This is an optimization exercise on Yosys and OpenROAD, whose aim is small area, a short achievable clock period and few clock cycles per item, not a production implementation.
At most, simulation tests tie the RTL to the original design; equivalence was not proved.

==> job 8975: inputs <==
==> flow/design.v (excerpt) <==
module cubic_bspline_point_eval
#(
    parameter int SAMPLES_PER_SEGMENT = 100,
    parameter int COORD_BITS          = 16
) (
    input  wire                          i_clk,
    input  wire                          i_rst_n,
    input  wire                          i_valid,
    output logic                         o_stall,
    input  wire                          i_opcode,
    input  wire signed [COORD_BITS-1:0]  i_point_x,
    input  wire signed [COORD_BITS-1:0]  i_point_y,
    input  wire signed [COORD_BITS-1:0]  i_point_z,
    input  wire        [cbspl_pkg::SI_BITS-1:0] i_sample_index,
    output logic                         o_valid,
    input  wire                          i_stall,
    output logic signed [COORD_BITS-1:0] o_curve_x,
    output logic signed [COORD_BITS-1:0] o_curve_y,
    output logic signed [COORD_BITS-1:0] o_curve_z,
    output logic                         o_not_ready
);
    localparam int NST = 5;      
  ...
==> module cubic_bspline_point_eval, before the edit <==
module cubic_bspline_point_eval
#(
    parameter int SAMPLES_PER_SEGMENT = 100,
    parameter int COORD_BITS          = 16
) (
    input  wire                          i_clk,
    input  wire                          i_rst_n,
    input  wire                          i_valid,
    output logic                         o_stall,
    input  wire                          i_opcode,
    input  wire signed [COORD_BITS-1:0]  i_point_x,
    input  wire signed [COORD_BITS-1:0]  i_point_y,
    input  wire signed [COORD_BITS-1:0]  i_point_z,
    input  wire        [cbspl_pkg::SI_BITS-1:0] i_sample_index,
    output logic                         o_valid,
    input  wire                          i_stall,
    output logic signed [COORD_BITS-1:0] o_curve_x,
    output logic signed [COORD_BITS-1:0] o_curve_y,
    output logic signed [COORD_BITS-1:0] o_curve_z,
    output logic                         o_not_ready
);
    localparam int NST = 5;      
    logic        adv, accept, push_acc, eval_acc;
    logic [6:0]  jcl;
    logic        r_ov, r_q1v;        
    logic [48:0] r_q0, r_q1;         
    logic [48:0] pout;
    assign adv      = !r_q1v;
    assign o_stall  = r_q1v;
    assign o_valid  = r_ov;
    assign accept   = i_valid && adv;
    assign push_acc = accept && (i_opcode == cbspl_pkg::OP_PUSH);
    assign eval_acc = accept && (i_opcode == cbspl_pkg::OP_EVAL);
    assign jcl      = (i_sample_index > 7'(cbspl_pkg::D_LAST)) ? 7'(cbspl_pkg::D_LAST) : i_sample_index;
    logic [47:0] r_win [4];
    logic [2:0]  r_held;
    always_ff @(posedge i_clk) begin
        if (push_acc) begin
            r_win[0] <= r_win[1];
            r_win[1] <= r_win[2];
            r_win[2] <= r_win[3];
            r_win[3] <= {i_point_x, i_point_y, i_point_z};
        end
    end
    always_ff @(posedge i_clk) begin
        if (!i_rst_n) begin
            r_held <= '0;
        end else if (push_acc && !r_held[2]) begin
            r_held <= r_held + 1'b1;
        end
    end
    logic [NST:1] r_v, r_nr;
    logic [3:0]   d0_one, d0_two, d0_neg;
    logic [3:0]   r_one [1:3];
    logic [3:0]   r_two [1:3];
    logic [3:0]   r_neg [1:3];
    always_ff @(posedge i_clk) begin
        if (!i_rst_n) begin
            r_v <= '0;
        end else if (adv) begin
            r_v <= {r_v[NST-1:1], eval_acc};
        end
    end
    cbspl_booth u_b0 (.i_j(jcl), .o_one(d0_one), .o_two(d0_two), .o_neg(d0_neg));
    always_ff @(posedge i_clk) begin
        if (adv) begin
            r_nr     <= {r_nr[NST-1:1], !r_held[2]};
            r_one[1] <= d0_one;
            r_two[1] <= d0_two;
            r_neg[1] <= d0_neg;
            for (int k = 2; k <= 3; k++) begin
                r_one[k] <= r_one[k-1];
                r_two[k] <= r_two[k-1];
                r_neg[k] <= r_neg[k-1];
            end
        end
    end
    logic [15:0] u [3];
    genvar a;
    generate
        for (a = 0; a < 3; a++) begin : g_ax
            cbspl_axis u_axis (
                .i_clk    (i_clk),
                .i_adv    (adv),
                .i_c0     (r_win[0][47-16*a -: 16]),
                .i_c1     (r_win[1][47-16*a -: 16]),
                .i_c2     (r_win[2][47-16*a -: 16]),
                .i_c3     (r_win[3][47-16*a -: 16]),
                .i_j1_one (r_one[1]), .i_j1_two (r_two[1]), .i_j1_neg (r_neg[1]),
                .i_j2_one (r_one[2]), .i_j2_two (r_two[2]), .i_j2_neg (r_neg[2]),
                .i_j3_one (r_one[3]), .i_j3_two (r_two[3]), .i_j3_neg (r_neg[3]),
                .o_u      (u[a])
            );
        end
    endgenerate
    assign pout = r_nr[NST] ? {1'b1, 48'd0}
                            : {1'b0, u[0] ^ 16'h8000, u[1] ^ 16'h8000, u[2] ^ 16'h8000};
    logic q0_free;
    assign q0_free = !r_ov || !i_stall;
    always_ff @(posedge i_clk) begin
        if (!i_rst_n) begin
            r_ov  <= 1'b0;
            r_q1v <= 1'b0;
        end else begin
            if (q0_free) begin
                r_ov <= r_q1v || r_v[NST];
            end
            r_q1v <= r_q1v ? !q0_free : (!q0_free && r_v[NST]);
        end
    end
    always_ff @(posedge i_clk) begin
        if (q0_free) begin
            r_q0 <= r_q1v ? r_q1 : pout;
        end
        if (!r_q1v) begin
            r_q1 <= pout;
        end
    end
    assign o_not_ready = r_q0[48];
    assign o_curve_x   = r_q0[47:32];
    assign o_curve_y   = r_q0[31:16];
    assign o_curve_z   = r_q0[15:0];
endmodule
clock: 9.5 ns
lec_check: 0
cap_margin: 20
core_margin: 2
core_utilization: 40
setup_slack_margin: 4
slew_margin: 20
run.sh (not shown) runs the stock make flow with config.mk's settings and CLKGATE_MAP_FILE= SYNTH_SCRIPT=/design/flow/synth_recipe.tcl, a recipe that flattens the netlist after the stock synthesis.
==> job 3068 (differences from job 8975) <==
--- a/flow/design.v
+++ b/flow/design.v
@@ -1896,9 +1896,7 @@
     logic        adv, accept, push_acc, eval_acc;
     logic [6:0]  jcl;
-    logic        r_ov, r_q1v;        
-    logic [48:0] r_q0, r_q1;         
-    logic [48:0] pout;
-    assign adv      = !r_q1v;
-    assign o_stall  = r_q1v;
+    logic        r_ov;
+    assign adv      = !(r_ov && i_stall);
+    assign o_stall  = !adv;
     assign o_valid  = r_ov;
     assign accept   = i_valid && adv;
@@ -1967,31 +1965,23 @@
         end
     endgenerate
-    assign pout = r_nr[NST] ? {1'b1, 48'd0}
-                            : {1'b0, u[0] ^ 16'h8000, u[1] ^ 16'h8000, u[2] ^ 16'h8000};
-    logic q0_free;
-    assign q0_free = !r_ov || !i_stall;
+    logic [15:0] r_curve [3];
     always_ff @(posedge i_clk) begin
         if (!i_rst_n) begin
-            r_ov  <= 1'b0;
-            r_q1v <= 1'b0;
-        end else begin
-            if (q0_free) begin
-                r_ov <= r_q1v || r_v[NST];
-            end
-            r_q1v <= r_q1v ? !q0_free : (!q0_free && r_v[NST]);
+            r_ov <= 1'b0;
+        end else if (adv) begin
+            r_ov <= r_v[NST];
         end
     end
     always_ff @(posedge i_clk) begin
-        if (q0_free) begin
-            r_q0 <= r_q1v ? r_q1 : pout;
-        end
-        if (!r_q1v) begin
-            r_q1 <= pout;
+        if (adv) begin
+            for (int k = 0; k < 3; k++) begin
+                r_curve[k] <= r_nr[NST] ? 16'd0 : (u[k] ^ 16'h8000);
+            end
+            o_not_ready <= r_nr[NST];
         end
     end
-    assign o_not_ready = r_q0[48];
-    assign o_curve_x   = r_q0[47:32];
-    assign o_curve_y   = r_q0[31:16];
-    assign o_curve_z   = r_q0[15:0];
+    assign o_curve_x = r_curve[0];
+    assign o_curve_y = r_curve[1];
+    assign o_curve_z = r_curve[2];
 endmodule
 `default_nettype wire
--- a/flow/config.mk
+++ b/flow/config.mk
@@ -8,5 +8,5 @@
 export CAP_MARGIN = 20
 export CORE_MARGIN = 2
-export CORE_UTILIZATION = 40
+export CORE_UTILIZATION = 55
 export SETUP_SLACK_MARGIN = 4
 export SLEW_MARGIN = 20
==> run notes <==
metric                                                                           job 8975                         job 3068
Setup Slack @ Placement                                                           2862 ps                          2662 ps
Post-Syn Instances                                                                  13700                            13730
Wire length of the first global-routing pass                                    580200 um                        626000 um
HP Start                                                 g_ax[2].u_axis.r_x[13]$_DFFE_PN_  g_ax[0].u_axis.r_e[2]$_DFFE_PN_
Warnings from Yosys                                                                    11                               13
Outcome                                                          timing/DRC/antenna clean         timing/DRC/antenna clean
Met3 Resource Use GR                                                               2.721%                           4.027%
Core Util, Final                                                                   45.81%                           61.86%
Initial DRC Count                                                                    7146                             8438
Adder and majority gate portion of the synthesized area                            39.21%                           39.31%
Layout fillers                                                                      33260                            21380
Sequential standard cell area                                                   36410 um2                        35400 um2
Top achievable clock speed                                                      176.2 MHz                        176.0 MHz
Clock sink count                                                                     1232                             1182
Testbench counts of job 8975, summed over its fixed seeds: cycles 4,526, evals 3,455.
Function not checked in job 3068: the RTL went through the layout flow alone.

---

==> trial 88: inputs <==
cubic_bspline_point_eval with an RTL version that a note above also has.
Settings: LEC_CHECK=0, CAP_MARGIN=20, CORE_MARGIN=2, CORE_UTILIZATION=40, SETUP_SLACK_MARGIN=3, SLEW_MARGIN=20; clock period 9.5 ns.
==> trial 18: changes against trial 88 <==
- SETUP_SLACK_MARGIN: 3 -> 4
==> run_results.csv <==
group,metric,value,unit
routing,drt_first_pass_iters,7,
critical_path,crit_end,"g_ax[2].u_axis.r_s1[25]",
grt,use_met3,2.82,%
critical_path,cp_max_fo,4,
finish,clkCellAreaFrac,3.33,%
status,status,"timing/DRC/antenna clean",
finish,most-common-layout-cells,"inv_1 (2652), fa_1 (1829), ha_1 (1478)",
finish,num-multi-input-gates,9292,
finish,final_cells,18800,
finish,sh_seq_area,21.6,%
routing,vias,99300,
critical_path,cp.depth,23,
critical_path,startpoint,"r_one[1][0]",
grt,grt_pass1_vias,101000,
timing,min_period,5.70,ns
routing,routedWlPerCell,20.8,um
timing,fin_hold_ws,0.406,ns
-- figures above: trial 18

==> run_results.csv <==
group,metric,value,unit
status,status,"timing/DRC/antenna clean",
routing,routedWlPerCell,19.8,um
finish,final_cells,18500,
critical_path,cp_max_fo,113,
timing,min_period,6.24,ns
critical_path,crit_end,"g_ax[0].u_axis.r_x[36]",
grt,grt_pass1_vias,98400,
finish,clkCellAreaFrac,3.49,%
timing,fin_hold_ws,0.406,ns
critical_path,cp.depth,20,
finish,sh_seq_area,22.7,%
routing,drt_first_pass_iters,8,
finish,num-multi-input-gates,9288,
-- figures above: trial 88

Function was not checked in any run of this note: the RTL went through the layout flow alone.

---

==> quartz: inputs <==
Another version of the RTL of cubic_bspline_point_eval (not shown whole).
==> flow/config.mk <==
export PLATFORM = sky130hd
export DESIGN_NAME = cubic_bspline_point_eval
export DESIGN_NICKNAME = cubic_bspline_point_eval
export VERILOG_FILES = /design/flow/design.v
export SDC_FILE = /design/flow/constraint.sdc
export NUM_CORES = 4
export LEC_CHECK = 0
export ABC_AREA = 1
export CAP_MARGIN = 20
export CORE_MARGIN = 2
export CORE_UTILIZATION = 55
export SETUP_SLACK_MARGIN = 4.25
export SLEW_MARGIN = 20
==> flow/constraint.sdc <==
create_clock -name core_clock -period 9.5 [get_ports {i_clk}]
set_input_delay 1.9000 -clock core_clock [delete_from_list [all_inputs] [get_ports {i_clk}]]
set_output_delay 1.9000 -clock core_clock [all_outputs]
set_load 0.01 [all_outputs]
standard.sh (not shown) runs the stock make flow with config.mk's settings and CLKGATE_MAP_FILE= SYNTH_SCRIPT=/design/flow/synth_recipe.tcl, a recipe that flattens the netlist after the stock synthesis.
==> flow/flow/run.sh <==
#!/bin/bash
# Layout flow: the standard layout (standard.sh, all ORFS steps from
# synthesis to the final layout), with one change to synthesis: Yosys's
# synth command skips its ABC pass in the fine stage ("synth -run fine:"
# gets -noabc), so that extract_fa finds the design's adder trees as written
# instead of after ABC's re-mapping, which leaves an inverter between many of
# the full adders.  The final ABC mapping with the cell library is unchanged.
# Every tool's output goes to a log file in this folder (and ORFS's own logs
# under orfs/logs).
set -euo pipefail
work=$(pwd)
{
    printf '%s\n' 'proc synth {args} { if {[lsearch -exact $args fine:] >= 0} { yosys synth -nofsm -noshare -noabc {*}$args } else { yosys synth -nofsm -noshare {*}$args } }'
    tail -n +2 synth_recipe.tcl
} > flow_synth.tcl
sed "s#SYNTH_SCRIPT=[^ ]*#SYNTH_SCRIPT=${work}/flow_synth.tcl#" standard.sh > flow_standard.sh
grep -q "SYNTH_SCRIPT=${work}/flow_synth.tcl" flow_standard.sh
bash flow_standard.sh > flow_standard.log 2>&1
test -s out/final.def
==> inputs of indigo, as changes to quartz <==
--- a/flow/config.mk
+++ b/flow/config.mk
@@ -11,3 +11,3 @@
 export CORE_UTILIZATION = 55
-export SETUP_SLACK_MARGIN = 4.25
+export SETUP_SLACK_MARGIN = 4.5
 export SLEW_MARGIN = 20
==> run notes <==
- Of indigo and quartz, quartz has the higher critical path depth (gap 1).
- Between quartz and indigo, the lower design area is in quartz (gap about 2.4%, measured against indigo).
- Sequential share of layout area: quartz is higher than indigo (0.52 points).
- Of indigo and quartz, quartz has the higher clock skew (gap 1.5 ps).
- In die area, indigo and quartz do not differ.
==> figures <==
| quantity | quartz | indigo |
|---|---|---|
| Inserted Diodes | 5 | 2 |
| Detailed router's first-iteration violation count | 9751 | 10300 |
| CP max FO | 18 | 6 |
| Minimum period implied by the final worst setup slack | 5160 ps | 5100 ps |
| Global-route usage over all layers | 30.6% | 31.1% |
| Final design utilization | 60.4% | 61.9% |
| Outcome | finished clean | finished clean |
| Crit path to | g_ax[0].u_axis.r_s1[24] | g_ax[2].u_axis.r_s1[19] |
| Routed wire length on met2 | 191 mm | 197 mm |
| Register-to-Register Path Depth | 22 | 21 |
| Non-clock inverter instance count of the final layout | 2995 | 2999 |
Testbench counts of quartz, summed over its fixed seeds: cycles 4,526, evals 3,455.
Testbench counts of indigo, summed over its fixed seeds: cycles 4,526, evals 3,455.

---

==> run C <==
cubic_bspline_point_eval, a different RTL version from the one above (not shown whole).
==> module cubic_bspline_point_eval, before the edit <==
module cubic_bspline_point_eval
#(
    parameter int SAMPLES_PER_SEGMENT = 100,
    parameter int COORD_BITS          = 16
) (
    input  wire                          i_clk,
    input  wire                          i_rst_n,
    input  wire                          i_valid,
    output logic                         o_stall,
    input  wire                          i_opcode,
    input  wire signed [COORD_BITS-1:0]  i_point_x,
    input  wire signed [COORD_BITS-1:0]  i_point_y,
    input  wire signed [COORD_BITS-1:0]  i_point_z,
    input  wire        [cbspl_pkg::SI_BITS-1:0] i_sample_index,
    output logic                         o_valid,
    input  wire                          i_stall,
    output logic signed [COORD_BITS-1:0] o_curve_x,
    output logic signed [COORD_BITS-1:0] o_curve_y,
    output logic signed [COORD_BITS-1:0] o_curve_z,
    output logic                         o_not_ready
);
    localparam int NST = 5;      
    logic        adv, accept, push_acc, eval_acc;
    logic [6:0]  jcl;
    logic        r_ov, r_q1v;        
    logic [48:0] r_q0, r_q1;         
    logic [48:0] pout;
    assign adv      = !r_q1v;
    assign o_stall  = r_q1v;
    assign o_valid  = r_ov;
    assign accept   = i_valid && adv;
    assign push_acc = accept && (i_opcode == cbspl_pkg::OP_PUSH);
    assign eval_acc = accept && (i_opcode == cbspl_pkg::OP_EVAL);
    assign jcl      = (i_sample_index > 7'(cbspl_pkg::D_LAST)) ? 7'(cbspl_pkg::D_LAST) : i_sample_index;
    logic [47:0] r_win [1:3];
    logic [47:0] pt_in;
    assign pt_in = {i_point_x, i_point_y, i_point_z};
    logic [2:0]  r_held;
    always_ff @(posedge i_clk) begin
        if (push_acc) begin
            r_win[1] <= r_win[2];
            r_win[2] <= r_win[3];
            r_win[3] <= pt_in;
        end
    end
    always_ff @(posedge i_clk) begin
        if (!i_rst_n) begin
            r_held <= '0;
        end else if (push_acc && !r_held[2]) begin
            r_held <= r_held + 1'b1;
        end
    end
    logic [NST:1] r_v, r_nr;
    logic [3:0]   d0_one, d0_two, d0_neg;
    logic [3:0]   r_one [1:3];
    logic [3:0]   r_two [1:3];
    logic [3:0]   r_neg [1:3];
    always_ff @(posedge i_clk) begin
        if (!i_rst_n) begin
            r_v <= '0;
        end else if (adv) begin
            r_v <= {r_v[NST-1:1], eval_acc};
        end
    end
    cbspl_booth u_b0 (.i_j(jcl), .o_one(d0_one), .o_two(d0_two), .o_neg(d0_neg));
    always_ff @(posedge i_clk) begin
        if (adv) begin
            r_nr     <= {r_nr[NST-1:1], !r_held[2]};
            r_one[1] <= d0_one;
            r_two[1] <= d0_two;
            r_neg[1] <= d0_neg;
            for (int k = 2; k <= 3; k++) begin
                r_one[k] <= r_one[k-1];
                r_two[k] <= r_two[k-1];
                r_neg[k] <= r_neg[k-1];
            end
        end
    end
    logic [15:0] u [3];
    genvar a;
    generate
        for (a = 0; a < 3; a++) begin : g_ax
            cbspl_axis u_axis (
                .i_clk    (i_clk),
                .i_adv    (adv),
                .i_push   (push_acc),
                .i_c0     (r_win[1][47-16*a -: 16]),
                .i_c1     (r_win[2][47-16*a -: 16]),
                .i_c2     (r_win[3][47-16*a -: 16]),
                .i_c3     (pt_in[47-16*a -: 16]),
                .i_j1_one (r_one[1]), .i_j1_two (r_two[1]), .i_j1_neg (r_neg[1]),
                .i_j2_one (r_one[2]), .i_j2_two (r_two[2]), .i_j2_neg (r_neg[2]),
                .i_j3_one (r_one[3]), .i_j3_two (r_two[3]), .i_j3_neg (r_neg[3]),
                .o_u      (u[a])
            );
        end
    endgenerate
    assign pout = r_nr[NST] ? {1'b1, 48'd0}
                            : {1'b0, u[0] ^ 16'h8000, u[1] ^ 16'h8000, u[2] ^ 16'h8000};
    logic q0_free;
    assign q0_free = !r_ov || !i_stall;
    always_ff @(posedge i_clk) begin
        if (!i_rst_n) begin
            r_ov  <= 1'b0;
            r_q1v <= 1'b0;
        end else begin
            if (q0_free) begin
                r_ov <= r_q1v || r_v[NST];
            end
            r_q1v <= r_q1v ? !q0_free : (!q0_free && r_v[NST]);
        end
    end
    always_ff @(posedge i_clk) begin
        if (q0_free) begin
            r_q0 <= r_q1v ? r_q1 : pout;
        end
        if (!r_q1v) begin
            r_q1 <= pout;
        end
    end
    assign o_not_ready = r_q0[48];
    assign o_curve_x   = r_q0[47:32];
    assign o_curve_y   = r_q0[31:16];
    assign o_curve_z   = r_q0[15:0];
endmodule
Settings: LEC_CHECK=0, ABC_AREA=1, CAP_MARGIN=20, CORE_MARGIN=2, CORE_UTILIZATION=55, SETUP_SLACK_MARGIN=4.5, SLEW_MARGIN=20; clock period 9.5 ns.
run.sh (not shown) runs the stock make flow with config.mk's settings and CLKGATE_MAP_FILE= SYNTH_SCRIPT=/design/flow/synth_recipe.tcl, a recipe that flattens the netlist after the stock synthesis.
Stock flow here: none of the scripts above is used.
==> run B (differences from run C) <==
--- a/flow/design.v
+++ b/flow/design.v
@@ -1892,11 +1892,9 @@
     localparam int NST = 5;      
     logic        adv, accept, push_acc, eval_acc;
     logic [6:0]  jcl;
-    logic        r_ov, r_q1v;        
-    logic [48:0] r_q0, r_q1;         
-    logic [48:0] pout;
-    assign adv      = !r_q1v;
-    assign o_stall  = r_q1v;
+    logic        r_ov;
+    assign adv      = !(r_ov && i_stall);
+    assign o_stall  = !adv;
     assign o_valid  = r_ov;
     assign accept   = i_valid && adv;
     assign push_acc = accept && (i_opcode == cbspl_pkg::OP_PUSH);
@@ -1965,32 +1963,24 @@
             );
         end
     endgenerate
-    assign pout = r_nr[NST] ? {1'b1, 48'd0}
-                            : {1'b0, u[0] ^ 16'h8000, u[1] ^ 16'h8000, u[2] ^ 16'h8000};
-    logic q0_free;
-    assign q0_free = !r_ov || !i_stall;
+    logic [15:0] r_curve [3];
     always_ff @(posedge i_clk) begin
         if (!i_rst_n) begin
-            r_ov  <= 1'b0;
-            r_q1v <= 1'b0;
-        end else begin
-            if (q0_free) begin
-                r_ov <= r_q1v || r_v[NST];
-            end
-            r_q1v <= r_q1v ? !q0_free : (!q0_free && r_v[NST]);
+            r_ov <= 1'b0;
+        end else if (adv) begin
+            r_ov <= r_v[NST];
         end
     end
     always_ff @(posedge i_clk) begin
-        if (q0_free) begin
-            r_q0 <= r_q1v ? r_q1 : pout;
-        end
-        if (!r_q1v) begin
-            r_q1 <= pout;
+        if (adv) begin
+            for (int k = 0; k < 3; k++) begin
+                r_curve[k] <= r_nr[NST] ? 16'd0 : (u[k] ^ 16'h8000);
+            end
+            o_not_ready <= r_nr[NST];
         end
     end
-    assign o_not_ready = r_q0[48];
-    assign o_curve_x   = r_q0[47:32];
-    assign o_curve_y   = r_q0[31:16];
-    assign o_curve_z   = r_q0[15:0];
+    assign o_curve_x = r_curve[0];
+    assign o_curve_y = r_curve[1];
+    assign o_curve_z = r_curve[2];
 endmodule
 `default_nettype wire
- ABC_AREA: 1 -> unset
- SETUP_SLACK_MARGIN: 4.5 -> 4
==> run K (differences from run C) <==
- SETUP_SLACK_MARGIN: 4.5 -> 5
==> run notes <==
|  | run K | run B | run C |
|---|---|---|---|
| Layout non-clock buf frac | 0.0748 | 0.0512 | 0.0331 |
| Resized cells post-CTS | 2182 | 549 | 365 |
| DR WL met2 | 230 mm | 183 mm | 204 mm |
| Arr. time, crit path | 5710 ps | 6320 ps | 5720 ps |
| Portion of the post-synthesis area used by sequential elements | 0.224 | 0.238 | 0.224 |
| Antenna violations before repair | 8 | 10 | 4 |
| Register bit count reported by yosys | 1181 | 1131 | 1181 |
| Area grow syn2layout | 26.3% | 14.0% | 12.1% |
| Placed standard-cell area | 0.161 mm² | 0.146 mm² | 0.161 mm² |
| Proportion of layout cells with a drive suffix above 1 | 0.237 | 0.118 | 0.0805 |
| Post-Synth Simple-Gate Area | 0.106 | 0.0592 | 0.106 |
| Die extent in y | 536 µm | 513 µm | 536 µm |
| Proportion of cell area occupied by registers | 0.177 | 0.209 | 0.200 |
| Highest routed layer | met5 | met5 | met4 |
| Number of vias after detailed routing | 131000 | 101000 | 123000 |
| Nets | 22500 | 17400 | 21600 |
| Portion of synthesized cell area occupied by the leading cell type | 0.238 | 0.261 | 0.238 |
| Ant. Diodes | 7 | 5 | 3 |
| Fraction of area in multi-input gates | 0.618 | 0.621 | 0.623 |
| Status | timing/DRC/antenna clean | timing/DRC/antenna clean | timing/DRC/antenna clean |
| Required time at the endpoint of the critical path | 10100 ps | 10210 ps | 10150 ps |
| Worst setup margin | 4390 ps | 3890 ps | 4430 ps |
| Worst Setup Slack post-DPL | 3120 ps | 1920 ps | 3000 ps |
Testbench counts of run C, summed over its fixed seeds: cycles 4,526, evals 3,455.
Testbench counts of run K, summed over its fixed seeds: cycles 4,526, evals 3,455.
No functional check of the RTL was part of run B.

==> separate check: timing with driven ports <==
The flow's constraints put no driver on any port. The routed layouts listed below were extracted and timed again, unchanged, in two steps. Step 1 sets driving cells, clkbuf_16 on the clock port and buf_2 on the other inputs (assumed; they add their load-dependent delay and slew). Step 2 moves the port delays by t, midway between the first and last clock arrival at a register: inputs arrive t later, outputs are due t later. That takes back most of the time a late clock gives input paths. Three values: ideal, step 1, step 2; two values: the first two.
| run | shift t [ns] | setup slack, ns | hold WS [ns] |
|---|---|---|---|
| job 8975 | 0.959 | 3.826 / 3.826 / 3.826 | 0.408 / 0.408 / 0.408 |
| job 3068 | 0.958 | 3.820 / 3.820 / 3.820 | 0.413 / 0.413 / 0.413 |
| trial 88 | 0.966 | 3.264 / 3.264 / 3.264 | 0.406 / 0.406 / 0.406 |
| trial 18 | 0.970 | 3.800 / 3.800 / 3.800 | 0.406 / 0.406 / 0.406 |
| quartz | 0.935 | 4.341 / 4.341 / 3.496 | 0.393 / 0.393 / 0.393 |
| indigo | 0.934 | 4.401 / 4.401 / 3.715 | 0.395 / 0.395 / 0.395 |
| run C | 0.944 | 4.430 / 4.430 / 3.624 | 0.407 / 0.407 / 0.407 |
| run B | 0.936 | 3.890 / 3.890 / 3.235 | 0.399 / 0.399 / 0.399 |
| run K | 0.949 | 4.387 / 4.387 / 4.071 | 0.406 / 0.406 / 0.406 |
After both steps every run listed still meets setup and hold. The setup slack of quartz, which loses most, moves by 0.000 ns with the drivers and by -0.845 ns with both steps.
